Background: an optimization exercise with open tools, aiming at small area. Do not read the settings as production practice. Function was checked by simulation only, so behaviour that the tests miss may differ from the original. No activity file was given, so power comes from the tool's default toggle rates.

==> inputs of wip/xenon <==
Design radar_pulse_controller, start of the top module:
module radar_pulse_controller (
  input  logic                               aclk,
  input  logic                               aresetn,
  input  logic                               chirp_ready,
  input  logic                               chirp_active,
  input  logic                               chirp_done,
  input  logic [radar_pkg::word_w-1:0]       chirp_time_int,
  input  logic [radar_pkg::word_w-1:0]       chirp_time_frac,
  input  logic [radar_pkg::word_w-1:0]       adc_sample_time,
  input  logic [radar_pkg::param_bus_w-1:0]  chirp_parameters_in,
  output logic [radar_pkg::param_bus_w-1:0]  chirp_parameters_out,
  output logic                               chirp_init,
  output logic                               chirp_enable,
  output logic                               adc_enable
);
==> module pulse_timers, before the edit <==
module pulse_timers (
  input  logic                               aclk,
  input  logic                               aresetn,
  input  logic                               recent_reset,
  input  logic                               chirp_ready,
  input  logic [radar_pkg::word_w-1:0]       prf_int,
  input  logic [radar_pkg::word_w-1:0]       prf_frac,
  input  logic [radar_pkg::word_w-1:0]       adc_count,
  input  radar_pkg::gen_state_t              state,
  output logic                               prf_done,
  output logic                               collect_done
);
  logic [radar_pkg::word_w-1:0] prf_int_r, prf_int_rr, prf_int_rrr;
  logic [radar_pkg::word_w-1:0] prf_frac_r, prf_frac_rr, prf_frac_rrr;
  logic [radar_pkg::word_w-1:0] adc_r, adc_rr, adc_rrr;
  always_ff @(posedge aclk) begin
    prf_int_r    <= prf_int;
    prf_int_rr   <= prf_int_r;
    prf_int_rrr  <= prf_int_rr;
    prf_frac_r   <= prf_frac;
    prf_frac_rr  <= prf_frac_r;
    prf_frac_rrr <= prf_frac_rr;
    adc_r        <= adc_count;
    adc_rr       <= adc_r;
    adc_rrr      <= adc_rr;
  end
  logic                                force_init;
  logic [radar_pkg::prf_count_w-1:0]   prf_next_max;
  logic [radar_pkg::word_w-1:0]        adc_next_max;
  assign force_init   = !aresetn || recent_reset;
  assign prf_next_max = force_init ? {radar_pkg::prf_int_init, radar_pkg::prf_frac_init}
                                   : {prf_int_rrr, prf_frac_rrr};
  assign adc_next_max = force_init ? radar_pkg::adc_sample_count_init : adc_rrr;
  localparam int col_lo_w = 6;
  localparam int col_hi_w = radar_pkg::word_w - col_lo_w;
  localparam int prf_hi_w = 2 * col_hi_w;
  localparam int prf_lo_w = radar_pkg::prf_count_w - prf_hi_w;
  logic is_idle, is_active, is_collect;
  assign is_idle    = (state == radar_pkg::idle);
  assign is_active  = (state == radar_pkg::active);
  assign is_collect = (state == radar_pkg::collect);
  logic load;
  assign load = !aresetn || (is_idle && !chirp_ready) || state[2];
  logic [prf_lo_w-1:0] prf_lo;
  logic [prf_hi_w-1:0] prf_hi;
  logic [col_lo_w-1:0] col_lo;
  logic [col_hi_w-1:0] col_hi;
  logic [5:0]          phase;    
  logic                owed;     
  logic                borrow;   
  logic prf_dec, col_hi_zero, col_dec;
  logic aligned, start, borrow_in, bit0;
  assign prf_done     = (prf_lo == '0) && (prf_hi == '0);
  assign prf_dec      = is_active && !prf_done;
  assign col_hi_zero  = (col_hi == '0);
  assign collect_done = col_hi_zero && (col_lo[col_lo_w-1:1] == '0);
  assign col_dec      = is_collect && !(col_hi_zero && col_lo == '0);
  assign aligned   = (phase == '0) || (is_collect && phase == 6'(col_hi_w));
  assign start     = owed && aligned;
  assign borrow_in = start || borrow;
  assign bit0      = is_collect ? col_hi[0] : prf_hi[0];
  always_ff @(posedge aclk) begin
    if (load) begin
      {prf_hi, prf_lo} <= prf_next_max;
      {col_hi, col_lo} <= adc_next_max;
      phase            <= '0;
      owed             <= 1'b0;
      borrow           <= 1'b0;
    end else begin
      prf_lo <= prf_lo - prf_dec;
      col_lo <= col_lo - col_dec;
      prf_hi <= {prf_hi[0] ^ borrow_in, prf_hi[prf_hi_w-1:1]};
      col_hi <= {col_hi[0] ^ (borrow_in && is_collect), col_hi[col_hi_w-1:1]};
      phase  <= (phase == 6'(prf_hi_w - 1)) ? '0 : phase + 1'b1;
      owed   <= (owed && !start) || (prf_dec && prf_lo == '0) || (col_dec && col_lo == '0);
      borrow <= borrow_in && !bit0;
    end
  end
endmodule
==> module pulse_sequencer, before the edit <==
module pulse_sequencer (
  input  logic                   aclk,
  input  logic                   aresetn,
  input  logic                   chirp_ready,
  input  logic                   chirp_active,
  input  logic                   chirp_done,
  input  logic                   prf_done,
  input  logic                   collect_done,
  output radar_pkg::gen_state_t  state,
  output logic                   chirp_init,
  output logic                   chirp_enable,
  output logic                   adc_enable
);
  logic       advance;
  logic [2:0] flip;
  always_comb begin
    case (state)
      radar_pkg::idle:    advance = chirp_ready;
      radar_pkg::active:  advance = chirp_ready && prf_done;
      radar_pkg::chirp:   advance = chirp_done;
      radar_pkg::collect: advance = collect_done;
      default:            advance = 1'b1;
    endcase
  end
  assign flip = !advance ? 3'b000 :
                !(^state) ? 3'b001 :
                state[0] ? 3'b010 : 3'b100;
  always_ff @(posedge aclk) begin
    if (!aresetn) begin
      state        <= radar_pkg::idle;
      chirp_enable <= 1'b0;
      chirp_init   <= 1'b0;
      adc_enable   <= 1'b0;
    end else begin
      state        <= radar_pkg::gen_state_t'(state ^ flip);
      chirp_enable <= (state == radar_pkg::chirp);
      chirp_init   <= (state == radar_pkg::chirp) && !chirp_active && !chirp_enable;
      adc_enable   <= (state == radar_pkg::chirp) || (state == radar_pkg::collect);
    end
  end
endmodule
clock: 4.0 ns
lec_check: 0
cap_margin: 20
core_margin: 2
core_utilization: 75
slew_margin: 20
standard.sh (not shown) runs the stock make flow with config.mk's settings and CLKGATE_MAP_FILE= SYNTH_SCRIPT=/design/flow/synth_recipe.tcl, a recipe that flattens the netlist after the stock synthesis.
==> flow/flow/run.sh <==
#!/bin/bash
# Standard layout with two changes, set through ORFS's own variables:
#  - every port is buffered by the smallest buffer (sky130_fd_sc_hd__buf_1)
#    instead of the one buffer_ports picks itself;
#  - the clock tree clusters up to 20 flip-flops per clkbuf_8 leaf buffer and inserts
#    no dummy loads.
set -euo pipefail
export BUFFER_PORTS_ARGS="-buffer_cell sky130_fd_sc_hd__buf_1"
export CTS_ARGS="-sink_clustering_enable -repair_clock_nets -dont_use_dummy_load -buf_list {sky130_fd_sc_hd__clkbuf_8} -sink_clustering_size 20 -sink_clustering_max_diameter 80"
bash standard.sh > standard_flow.log 2>&1
==> inputs of wip/yarrow, as changes to wip/xenon <==
--- a/flow/design.v
+++ b/flow/design.v
@@ -73,48 +73,23 @@
                                    : {prf_int_rrr, prf_frac_rrr};
   assign adc_next_max = force_init ? radar_pkg::adc_sample_count_init : adc_rrr;
-  localparam int col_lo_w = 6;
-  localparam int col_hi_w = radar_pkg::word_w - col_lo_w;
-  localparam int prf_hi_w = 2 * col_hi_w;
-  localparam int prf_lo_w = radar_pkg::prf_count_w - prf_hi_w;
-  logic is_idle, is_active, is_collect;
+  logic [radar_pkg::prf_count_w-1:0] prf_count;
+  logic [radar_pkg::word_w-1:0]      collect_count;
+  logic is_idle, is_active, is_collect, leave_idle;
   assign is_idle    = (state == radar_pkg::idle);
   assign is_active  = (state == radar_pkg::active);
   assign is_collect = (state == radar_pkg::collect);
-  logic load;
-  assign load = !aresetn || (is_idle && !chirp_ready) || state[2];
-  logic [prf_lo_w-1:0] prf_lo;
-  logic [prf_hi_w-1:0] prf_hi;
-  logic [col_lo_w-1:0] col_lo;
-  logic [col_hi_w-1:0] col_hi;
-  logic [5:0]          phase;    
-  logic                owed;     
-  logic                borrow;   
-  logic prf_dec, col_hi_zero, col_dec;
-  logic aligned, start, borrow_in, bit0;
-  assign prf_done     = (prf_lo == '0) && (prf_hi == '0);
+  assign leave_idle = is_idle && chirp_ready;
+  assign prf_done     = (prf_count == '0);
+  assign collect_done = (collect_count[radar_pkg::word_w-1:1] == '0);
+  logic prf_load, prf_dec, collect_load, collect_dec;
+  assign prf_load     = !aresetn || !(is_active || leave_idle);
   assign prf_dec      = is_active && !prf_done;
-  assign col_hi_zero  = (col_hi == '0);
-  assign collect_done = col_hi_zero && (col_lo[col_lo_w-1:1] == '0);
-  assign col_dec      = is_collect && !(col_hi_zero && col_lo == '0);
-  assign aligned   = (phase == '0) || (is_collect && phase == 6'(col_hi_w));
-  assign start     = owed && aligned;
-  assign borrow_in = start || borrow;
-  assign bit0      = is_collect ? col_hi[0] : prf_hi[0];
+  assign collect_load = !aresetn || (is_idle && !chirp_ready) || state[2];
+  assign collect_dec  = is_collect && (collect_count != '0);
   always_ff @(posedge aclk) begin
-    if (load) begin
-      {prf_hi, prf_lo} <= prf_next_max;
-      {col_hi, col_lo} <= adc_next_max;
-      phase            <= '0;
-      owed             <= 1'b0;
-      borrow           <= 1'b0;
-    end else begin
-      prf_lo <= prf_lo - prf_dec;
-      col_lo <= col_lo - col_dec;
-      prf_hi <= {prf_hi[0] ^ borrow_in, prf_hi[prf_hi_w-1:1]};
-      col_hi <= {col_hi[0] ^ (borrow_in && is_collect), col_hi[col_hi_w-1:1]};
-      phase  <= (phase == 6'(prf_hi_w - 1)) ? '0 : phase + 1'b1;
-      owed   <= (owed && !start) || (prf_dec && prf_lo == '0) || (col_dec && col_lo == '0);
-      borrow <= borrow_in && !bit0;
-    end
+    prf_count <= prf_load ? prf_next_max : prf_count - prf_dec;
+  end
+  always_ff @(posedge aclk) begin
+    collect_count <= collect_load ? adc_next_max : collect_count - collect_dec;
   end
 endmodule
@@ -133,18 +108,18 @@
   output logic                   adc_enable
 );
-  logic       advance;
-  logic [2:0] flip;
+  radar_pkg::gen_state_t next_state;
   always_comb begin
+    next_state = state;
     case (state)
-      radar_pkg::idle:    advance = chirp_ready;
-      radar_pkg::active:  advance = chirp_ready && prf_done;
-      radar_pkg::chirp:   advance = chirp_done;
-      radar_pkg::collect: advance = collect_done;
-      default:            advance = 1'b1;
+      radar_pkg::idle:      if (chirp_ready) next_state = radar_pkg::active;
+      radar_pkg::active:    if (chirp_ready && prf_done) next_state = radar_pkg::chirp;
+      radar_pkg::chirp:     if (chirp_done) next_state = radar_pkg::collect;
+      radar_pkg::collect:   if (collect_done) next_state = radar_pkg::process1;
+      radar_pkg::process1:  next_state = radar_pkg::process2;
+      radar_pkg::process2:  next_state = radar_pkg::overhead1;
+      radar_pkg::overhead1: next_state = radar_pkg::overhead2;
+      default:              next_state = radar_pkg::idle;
     endcase
   end
-  assign flip = !advance ? 3'b000 :
-                !(^state) ? 3'b001 :
-                state[0] ? 3'b010 : 3'b100;
   always_ff @(posedge aclk) begin
     if (!aresetn) begin
@@ -154,5 +129,5 @@
       adc_enable   <= 1'b0;
     end else begin
-      state        <= radar_pkg::gen_state_t'(state ^ flip);
+      state        <= next_state;
       chirp_enable <= (state == radar_pkg::chirp);
       chirp_init   <= (state == radar_pkg::chirp) && !chirp_active && !chirp_enable;
==> flow/flow/run.sh (replaced) <==
#!/bin/bash
# Standard layout, with every port buffered by the smallest buffer
# (sky130_fd_sc_hd__buf_1) instead of the one buffer_ports picks itself.
set -euo pipefail
export BUFFER_PORTS_ARGS="-buffer_cell sky130_fd_sc_hd__buf_1"
bash standard.sh > standard_flow.log 2>&1
CORE_UTILIZATION = 65   (was 75)
CTS_BUF_LIST = sky130_fd_sc_hd__clkbuf_4 sky130_fd_sc_hd__clkbuf_8   (was unset)
==> impl_results.md <==
* FP Rows at 57
* Capture point of the critical path: pulse_timers_i.prf_lo[10]
* Status: no timing/DRC/antenna violations
* Chip Height at 161 um
* Hold Crit Start: param_sync_i.din_r[40]
* Pwr Total at 0.0121 W
* Combinational power share at 5.1%
The numbers above come from wip/xenon.

==> impl_results.md <==
* Status: no timing/DRC/antenna violations
* FP Rows at 63
* Clock buf count at 174
* Fill cells at 1786
* Chip Height at 177 um
* Capture point of the critical path: pulse_timers_i.prf_count[22]
* Pwr Total at 0.0148 W
* Port buffer count at 359
* Hold Crit Start: chirp_parameters_in[73]
The numbers above come from wip/yarrow.


==> build 91: inputs <==
Another version of the RTL of radar_pulse_controller (not shown whole).
==> module pulse_timers, before the edit <==
module pulse_timers (
  input  logic                               aclk,
  input  logic                               aresetn,
  input  logic                               recent_reset,
  input  logic                               chirp_ready,
  input  logic [radar_pkg::word_w-1:0]       prf_int,
  input  logic [radar_pkg::word_w-1:0]       prf_frac,
  input  logic [radar_pkg::word_w-1:0]       adc_count,
  input  radar_pkg::gen_state_t              state,
  output logic                               prf_done,
  output logic                               collect_done
);
  logic [radar_pkg::word_w-1:0] prf_int_r, prf_int_rr, prf_int_rrr;
  logic [radar_pkg::word_w-1:0] prf_frac_r, prf_frac_rr, prf_frac_rrr;
  logic [radar_pkg::word_w-1:0] adc_r, adc_rr, adc_rrr;
  always_ff @(posedge aclk) begin
    prf_int_r    <= prf_int;
    prf_int_rr   <= prf_int_r;
    prf_int_rrr  <= prf_int_rr;
    prf_frac_r   <= prf_frac;
    prf_frac_rr  <= prf_frac_r;
    prf_frac_rrr <= prf_frac_rr;
    adc_r        <= adc_count;
    adc_rr       <= adc_r;
    adc_rrr      <= adc_rr;
  end
  logic                                force_init;
  logic [radar_pkg::prf_count_w-1:0]   prf_next_max;
  logic [radar_pkg::word_w-1:0]        adc_next_max;
  assign force_init   = !aresetn || recent_reset;
  assign prf_next_max = force_init ? {radar_pkg::prf_int_init, radar_pkg::prf_frac_init}
                                   : {prf_int_rrr, prf_frac_rrr};
  assign adc_next_max = force_init ? radar_pkg::adc_sample_count_init : adc_rrr;
  localparam int prf_lo_w = 7;
  localparam int prf_hi_w = radar_pkg::prf_count_w - prf_lo_w;
  localparam int col_lo_w = 6;
  localparam int col_hi_w = radar_pkg::word_w - col_lo_w;
  logic is_idle, is_active, is_collect, leave_idle;
  assign is_idle    = (state == radar_pkg::idle);
  assign is_active  = (state == radar_pkg::active);
  assign is_collect = (state == radar_pkg::collect);
  assign leave_idle = is_idle && chirp_ready;
  logic prf_load, collect_load;
  assign prf_load     = !aresetn || !(is_active || leave_idle);
  assign collect_load = !aresetn || (is_idle && !chirp_ready) || state[2];
  logic [prf_lo_w-1:0] prf_lo;
  logic [prf_hi_w-1:0] prf_hi;
  logic [5:0]          prf_phase;
  logic                prf_owed;     
  logic                prf_borrow;   
  logic prf_dec, prf_start, prf_borrow_in;
  assign prf_done      = (prf_lo == '0) && (prf_hi == '0);
  assign prf_dec       = is_active && !prf_done;
  assign prf_start     = prf_owed && (prf_phase == '0);
  assign prf_borrow_in = prf_start || prf_borrow;
  always_ff @(posedge aclk) begin
    if (prf_load) begin
      {prf_hi, prf_lo} <= prf_next_max;
      prf_phase        <= '0;
      prf_owed         <= 1'b0;
      prf_borrow       <= 1'b0;
    end else begin
      prf_lo     <= prf_lo - prf_dec;
      prf_hi     <= {prf_hi[0] ^ prf_borrow_in, prf_hi[prf_hi_w-1:1]};
      prf_phase  <= (prf_phase == 6'(prf_hi_w - 1)) ? '0 : prf_phase + 1'b1;
      prf_owed   <= (prf_owed && !prf_start) || (prf_dec && prf_lo == '0);
      prf_borrow <= prf_borrow_in && !prf_hi[0];
    end
  end
  logic [col_lo_w-1:0] col_lo;
  logic [col_hi_w-1:0] col_hi;
  logic [4:0]          col_phase;
  logic                col_owed;
  logic                col_borrow;
  logic col_hi_zero, col_dec, col_start, col_borrow_in;
  assign col_hi_zero   = (col_hi == '0);
  assign collect_done  = col_hi_zero && (col_lo[col_lo_w-1:1] == '0);
  assign col_dec       = is_collect && !(col_hi_zero && col_lo == '0);
  assign col_start     = col_owed && (col_phase == '0);
  assign col_borrow_in = col_start || col_borrow;
  always_ff @(posedge aclk) begin
    if (collect_load) begin
      {col_hi, col_lo} <= adc_next_max;
      col_phase        <= '0;
      col_owed         <= 1'b0;
      col_borrow       <= 1'b0;
    end else begin
      col_lo     <= col_lo - col_dec;
      col_hi     <= {col_hi[0] ^ col_borrow_in, col_hi[col_hi_w-1:1]};
      col_phase  <= (col_phase == 5'(col_hi_w - 1)) ? '0 : col_phase + 1'b1;
      col_owed   <= (col_owed && !col_start) || (col_dec && col_lo == '0);
      col_borrow <= col_borrow_in && !col_hi[0];
    end
  end
endmodule
export LEC_CHECK = 0
export CAP_MARGIN = 20
export CORE_MARGIN = 2
export CORE_UTILIZATION = 65
export SLEW_MARGIN = 20
create_clock -name core_clock -period 4.0 [get_ports {aclk}]
==> flow/flow/run.sh <==
#!/bin/bash
# Standard layout with two changes, set through ORFS's own variables:
#  - every port is buffered by the smallest buffer (sky130_fd_sc_hd__buf_1)
#    instead of the one buffer_ports picks itself;
#  - the clock tree clusters up to 20 flip-flops per clkbuf_8 leaf buffer and inserts
#    no dummy loads.
set -euo pipefail
export BUFFER_PORTS_ARGS="-buffer_cell sky130_fd_sc_hd__buf_1"
export CTS_ARGS="-sink_clustering_enable -repair_clock_nets -dont_use_dummy_load -buf_list {sky130_fd_sc_hd__clkbuf_8} -sink_clustering_size 20 -sink_clustering_max_diameter 80"
bash standard.sh > standard_flow.log 2>&1
==> inputs of trial 69, as changes to build 91 <==
--- a/flow/design.v
+++ b/flow/design.v
@@ -73,8 +73,6 @@
                                    : {prf_int_rrr, prf_frac_rrr};
   assign adc_next_max = force_init ? radar_pkg::adc_sample_count_init : adc_rrr;
-  localparam int prf_lo_w = 7;
-  localparam int prf_hi_w = radar_pkg::prf_count_w - prf_lo_w;
-  localparam int col_lo_w = 6;
-  localparam int col_hi_w = radar_pkg::word_w - col_lo_w;
+  logic [radar_pkg::prf_count_w-1:0] prf_count;
+  logic [radar_pkg::word_w-1:0]      collect_count;
   logic is_idle, is_active, is_collect, leave_idle;
   assign is_idle    = (state == radar_pkg::idle);
@@ -82,55 +80,16 @@
   assign is_collect = (state == radar_pkg::collect);
   assign leave_idle = is_idle && chirp_ready;
-  logic prf_load, collect_load;
+  assign prf_done     = (prf_count == '0);
+  assign collect_done = (collect_count[radar_pkg::word_w-1:1] == '0);
+  logic prf_load, prf_dec, collect_load, collect_dec;
   assign prf_load     = !aresetn || !(is_active || leave_idle);
+  assign prf_dec      = is_active && !prf_done;
   assign collect_load = !aresetn || (is_idle && !chirp_ready) || state[2];
-  logic [prf_lo_w-1:0] prf_lo;
-  logic [prf_hi_w-1:0] prf_hi;
-  logic [5:0]          prf_phase;
-  logic                prf_owed;     
-  logic                prf_borrow;   
-  logic prf_dec, prf_start, prf_borrow_in;
-  assign prf_done      = (prf_lo == '0) && (prf_hi == '0);
-  assign prf_dec       = is_active && !prf_done;
-  assign prf_start     = prf_owed && (prf_phase == '0);
-  assign prf_borrow_in = prf_start || prf_borrow;
+  assign collect_dec  = is_collect && (collect_count != '0);
   always_ff @(posedge aclk) begin
-    if (prf_load) begin
-      {prf_hi, prf_lo} <= prf_next_max;
-      prf_phase        <= '0;
-      prf_owed         <= 1'b0;
-      prf_borrow       <= 1'b0;
-    end else begin
-      prf_lo     <= prf_lo - prf_dec;
-      prf_hi     <= {prf_hi[0] ^ prf_borrow_in, prf_hi[prf_hi_w-1:1]};
-      prf_phase  <= (prf_phase == 6'(prf_hi_w - 1)) ? '0 : prf_phase + 1'b1;
-      prf_owed   <= (prf_owed && !prf_start) || (prf_dec && prf_lo == '0);
-      prf_borrow <= prf_borrow_in && !prf_hi[0];
-    end
+    prf_count <= prf_load ? prf_next_max : prf_count - prf_dec;
   end
-  logic [col_lo_w-1:0] col_lo;
-  logic [col_hi_w-1:0] col_hi;
-  logic [4:0]          col_phase;
-  logic                col_owed;
-  logic                col_borrow;
-  logic col_hi_zero, col_dec, col_start, col_borrow_in;
-  assign col_hi_zero   = (col_hi == '0);
-  assign collect_done  = col_hi_zero && (col_lo[col_lo_w-1:1] == '0);
-  assign col_dec       = is_collect && !(col_hi_zero && col_lo == '0);
-  assign col_start     = col_owed && (col_phase == '0);
-  assign col_borrow_in = col_start || col_borrow;
   always_ff @(posedge aclk) begin
-    if (collect_load) begin
-      {col_hi, col_lo} <= adc_next_max;
-      col_phase        <= '0;
-      col_owed         <= 1'b0;
-      col_borrow       <= 1'b0;
-    end else begin
-      col_lo     <= col_lo - col_dec;
-      col_hi     <= {col_hi[0] ^ col_borrow_in, col_hi[col_hi_w-1:1]};
-      col_phase  <= (col_phase == 5'(col_hi_w - 1)) ? '0 : col_phase + 1'b1;
-      col_owed   <= (col_owed && !col_start) || (col_dec && col_lo == '0);
-      col_borrow <= col_borrow_in && !col_hi[0];
-    end
+    collect_count <= collect_load ? adc_next_max : collect_count - collect_dec;
   end
 endmodule
@@ -149,18 +108,18 @@
   output logic                   adc_enable
 );
-  logic       advance;
-  logic [2:0] flip;
+  radar_pkg::gen_state_t next_state;
   always_comb begin
+    next_state = state;
     case (state)
-      radar_pkg::idle:    advance = chirp_ready;
-      radar_pkg::active:  advance = chirp_ready && prf_done;
-      radar_pkg::chirp:   advance = chirp_done;
-      radar_pkg::collect: advance = collect_done;
-      default:            advance = 1'b1;
+      radar_pkg::idle:      if (chirp_ready) next_state = radar_pkg::active;
+      radar_pkg::active:    if (chirp_ready && prf_done) next_state = radar_pkg::chirp;
+      radar_pkg::chirp:     if (chirp_done) next_state = radar_pkg::collect;
+      radar_pkg::collect:   if (collect_done) next_state = radar_pkg::process1;
+      radar_pkg::process1:  next_state = radar_pkg::process2;
+      radar_pkg::process2:  next_state = radar_pkg::overhead1;
+      radar_pkg::overhead1: next_state = radar_pkg::overhead2;
+      default:              next_state = radar_pkg::idle;
     endcase
   end
-  assign flip = !advance ? 3'b000 :
-                !(^state) ? 3'b001 :
-                state[0] ? 3'b010 : 3'b100;
   always_ff @(posedge aclk) begin
     if (!aresetn) begin
@@ -170,5 +129,5 @@
       adc_enable   <= 1'b0;
     end else begin
-      state        <= radar_pkg::gen_state_t'(state ^ flip);
+      state        <= next_state;
       chirp_enable <= (state == radar_pkg::chirp);
       chirp_init   <= (state == radar_pkg::chirp) && !chirp_active && !chirp_enable;
==> flow/run.sh (new file) <==
#!/bin/bash
# synth_recipe.tcl (not shown) runs the flow's synth.tcl, then flattens the netlist and writes it again
# the make line also repeats each setting of config.mk as NAME=value (left out here)
make -C /OpenROAD-flow-scripts/flow DESIGN_CONFIG=/design/flow/config.mk WORK_HOME=/design/flow/orfs CLKGATE_MAP_FILE= SYNTH_SCRIPT=/design/flow/synth_recipe.tcl finish
Settings changed: CTS_BUF_LIST set to sky130_fd_sc_hd__clkbuf_4 sky130_fd_sc_hd__clkbuf_8.
removed: flow/flow/run.sh
removed: flow/standard.sh
==> inputs of build 16, as changes to build 91 <==
--- a/flow/design.v
+++ b/flow/design.v
@@ -73,8 +73,6 @@
                                    : {prf_int_rrr, prf_frac_rrr};
   assign adc_next_max = force_init ? radar_pkg::adc_sample_count_init : adc_rrr;
-  localparam int prf_lo_w = 7;
-  localparam int prf_hi_w = radar_pkg::prf_count_w - prf_lo_w;
-  localparam int col_lo_w = 6;
-  localparam int col_hi_w = radar_pkg::word_w - col_lo_w;
+  logic [radar_pkg::prf_count_w-1:0] prf_count;
+  logic [radar_pkg::word_w-1:0]      collect_count;
   logic is_idle, is_active, is_collect, leave_idle;
   assign is_idle    = (state == radar_pkg::idle);
@@ -82,55 +80,16 @@
   assign is_collect = (state == radar_pkg::collect);
   assign leave_idle = is_idle && chirp_ready;
-  logic prf_load, collect_load;
+  assign prf_done     = (prf_count == '0);
+  assign collect_done = (collect_count[radar_pkg::word_w-1:1] == '0);
+  logic prf_load, prf_dec, collect_load, collect_dec;
   assign prf_load     = !aresetn || !(is_active || leave_idle);
+  assign prf_dec      = is_active && !prf_done;
   assign collect_load = !aresetn || (is_idle && !chirp_ready) || state[2];
-  logic [prf_lo_w-1:0] prf_lo;
-  logic [prf_hi_w-1:0] prf_hi;
-  logic [5:0]          prf_phase;
-  logic                prf_owed;     
-  logic                prf_borrow;   
-  logic prf_dec, prf_start, prf_borrow_in;
-  assign prf_done      = (prf_lo == '0) && (prf_hi == '0);
-  assign prf_dec       = is_active && !prf_done;
-  assign prf_start     = prf_owed && (prf_phase == '0);
-  assign prf_borrow_in = prf_start || prf_borrow;
+  assign collect_dec  = is_collect && (collect_count != '0);
   always_ff @(posedge aclk) begin
-    if (prf_load) begin
-      {prf_hi, prf_lo} <= prf_next_max;
-      prf_phase        <= '0;
-      prf_owed         <= 1'b0;
-      prf_borrow       <= 1'b0;
-    end else begin
-      prf_lo     <= prf_lo - prf_dec;
-      prf_hi     <= {prf_hi[0] ^ prf_borrow_in, prf_hi[prf_hi_w-1:1]};
-      prf_phase  <= (prf_phase == 6'(prf_hi_w - 1)) ? '0 : prf_phase + 1'b1;
-      prf_owed   <= (prf_owed && !prf_start) || (prf_dec && prf_lo == '0);
-      prf_borrow <= prf_borrow_in && !prf_hi[0];
-    end
+    prf_count <= prf_load ? prf_next_max : prf_count - prf_dec;
   end
-  logic [col_lo_w-1:0] col_lo;
-  logic [col_hi_w-1:0] col_hi;
-  logic [4:0]          col_phase;
-  logic                col_owed;
-  logic                col_borrow;
-  logic col_hi_zero, col_dec, col_start, col_borrow_in;
-  assign col_hi_zero   = (col_hi == '0);
-  assign collect_done  = col_hi_zero && (col_lo[col_lo_w-1:1] == '0);
-  assign col_dec       = is_collect && !(col_hi_zero && col_lo == '0);
-  assign col_start     = col_owed && (col_phase == '0);
-  assign col_borrow_in = col_start || col_borrow;
   always_ff @(posedge aclk) begin
-    if (collect_load) begin
-      {col_hi, col_lo} <= adc_next_max;
-      col_phase        <= '0;
-      col_owed         <= 1'b0;
-      col_borrow       <= 1'b0;
-    end else begin
-      col_lo     <= col_lo - col_dec;
-      col_hi     <= {col_hi[0] ^ col_borrow_in, col_hi[col_hi_w-1:1]};
-      col_phase  <= (col_phase == 5'(col_hi_w - 1)) ? '0 : col_phase + 1'b1;
-      col_owed   <= (col_owed && !col_start) || (col_dec && col_lo == '0);
-      col_borrow <= col_borrow_in && !col_hi[0];
-    end
+    collect_count <= collect_load ? adc_next_max : collect_count - collect_dec;
   end
 endmodule
@@ -149,18 +108,18 @@
   output logic                   adc_enable
 );
-  logic       advance;
-  logic [2:0] flip;
+  radar_pkg::gen_state_t next_state;
   always_comb begin
+    next_state = state;
     case (state)
-      radar_pkg::idle:    advance = chirp_ready;
-      radar_pkg::active:  advance = chirp_ready && prf_done;
-      radar_pkg::chirp:   advance = chirp_done;
-      radar_pkg::collect: advance = collect_done;
-      default:            advance = 1'b1;
+      radar_pkg::idle:      if (chirp_ready) next_state = radar_pkg::active;
+      radar_pkg::active:    if (chirp_ready && prf_done) next_state = radar_pkg::chirp;
+      radar_pkg::chirp:     if (chirp_done) next_state = radar_pkg::collect;
+      radar_pkg::collect:   if (collect_done) next_state = radar_pkg::process1;
+      radar_pkg::process1:  next_state = radar_pkg::process2;
+      radar_pkg::process2:  next_state = radar_pkg::overhead1;
+      radar_pkg::overhead1: next_state = radar_pkg::overhead2;
+      default:              next_state = radar_pkg::idle;
     endcase
   end
-  assign flip = !advance ? 3'b000 :
-                !(^state) ? 3'b001 :
-                state[0] ? 3'b010 : 3'b100;
   always_ff @(posedge aclk) begin
     if (!aresetn) begin
@@ -170,5 +129,5 @@
       adc_enable   <= 1'b0;
     end else begin
-      state        <= radar_pkg::gen_state_t'(state ^ flip);
+      state        <= next_state;
       chirp_enable <= (state == radar_pkg::chirp);
       chirp_init   <= (state == radar_pkg::chirp) && !chirp_active && !chirp_enable;
==> key figures <==
Pwr
  – Clock group: slightly above 0.003 W
  – Combinational share of power: 4.0%

Run status
  – Outcome: finished clean

Synthesis
  – Most frequent cells after synthesis: dfxtp_1, and2_1, nand2_1
The numbers above come from build 16.

==> key figures <==
Pwr
  – Combinational share of power: under 10%

CTS
  – Hold-fix buffers at CTS: 0

Run status
  – Outcome: finished clean

Timing
  – Final Slew Violations: 0

Synthesis
  – Most frequent cells after synthesis: dfxtp_1, and2_1, nand2_1
The numbers above come from trial 69.

==> key figures <==
Synthesis
  – Most frequent cells after synthesis: dfxtp_1, and2_1, a22o_1
  – Share of the synthesized area in the top cell type: approximately 85%
  – Post-synthesis mux area share: 0%

Cells and area
  – Final Core Density: about three quarters
  – Buffering overhead: under 10%

Pwr
  – Combinational share of power: ~5.5%

Run status
  – Outcome: finished clean
The numbers above come from build 91.

## static timing again, ports no longer ideal
Ports are ideal in the flow. The routed layouts listed here were re-timed in OpenROAD. Step 1 assumes that a clkbuf_16 drives the clock port and a buf_2 every other input. Step 2 also shifts input and output timing later by t, the mid clock arrival at the registers, as if the neighbouring blocks saw the same clock. Three values: ideal, step 1, step 2; two values: the first two.
run | t (ns) | setup slack, ns | worst setup path at the end | clock arrival spread, ns | worst register clock-pin slew, ns
wip/xenon | 0.599 | 1.223 / 1.223 / 1.031 | input to register | 0.062 / 0.062 | 0.12 / 0.12
wip/yarrow | 0.673 | 0.242 / 0.242 / 0.242 | register to register | 0.018 / 0.019 | 0.07 / 0.07
build 91 | 0.619 | 1.330 / 1.330 / 1.138 | input to register | 0.040 / 0.040 | 0.11 / 0.11
trial 69 | 0.683 | 0.286 / 0.286 / 0.286 | register to register | 0.035 / 0.034 | 0.07 / 0.07
build 16 | 0.627 | 0.227 / 0.227 / 0.227 | register to register | 0.035 / 0.035 | 0.12 / 0.12
After both steps setup and hold are still met in every run listed.
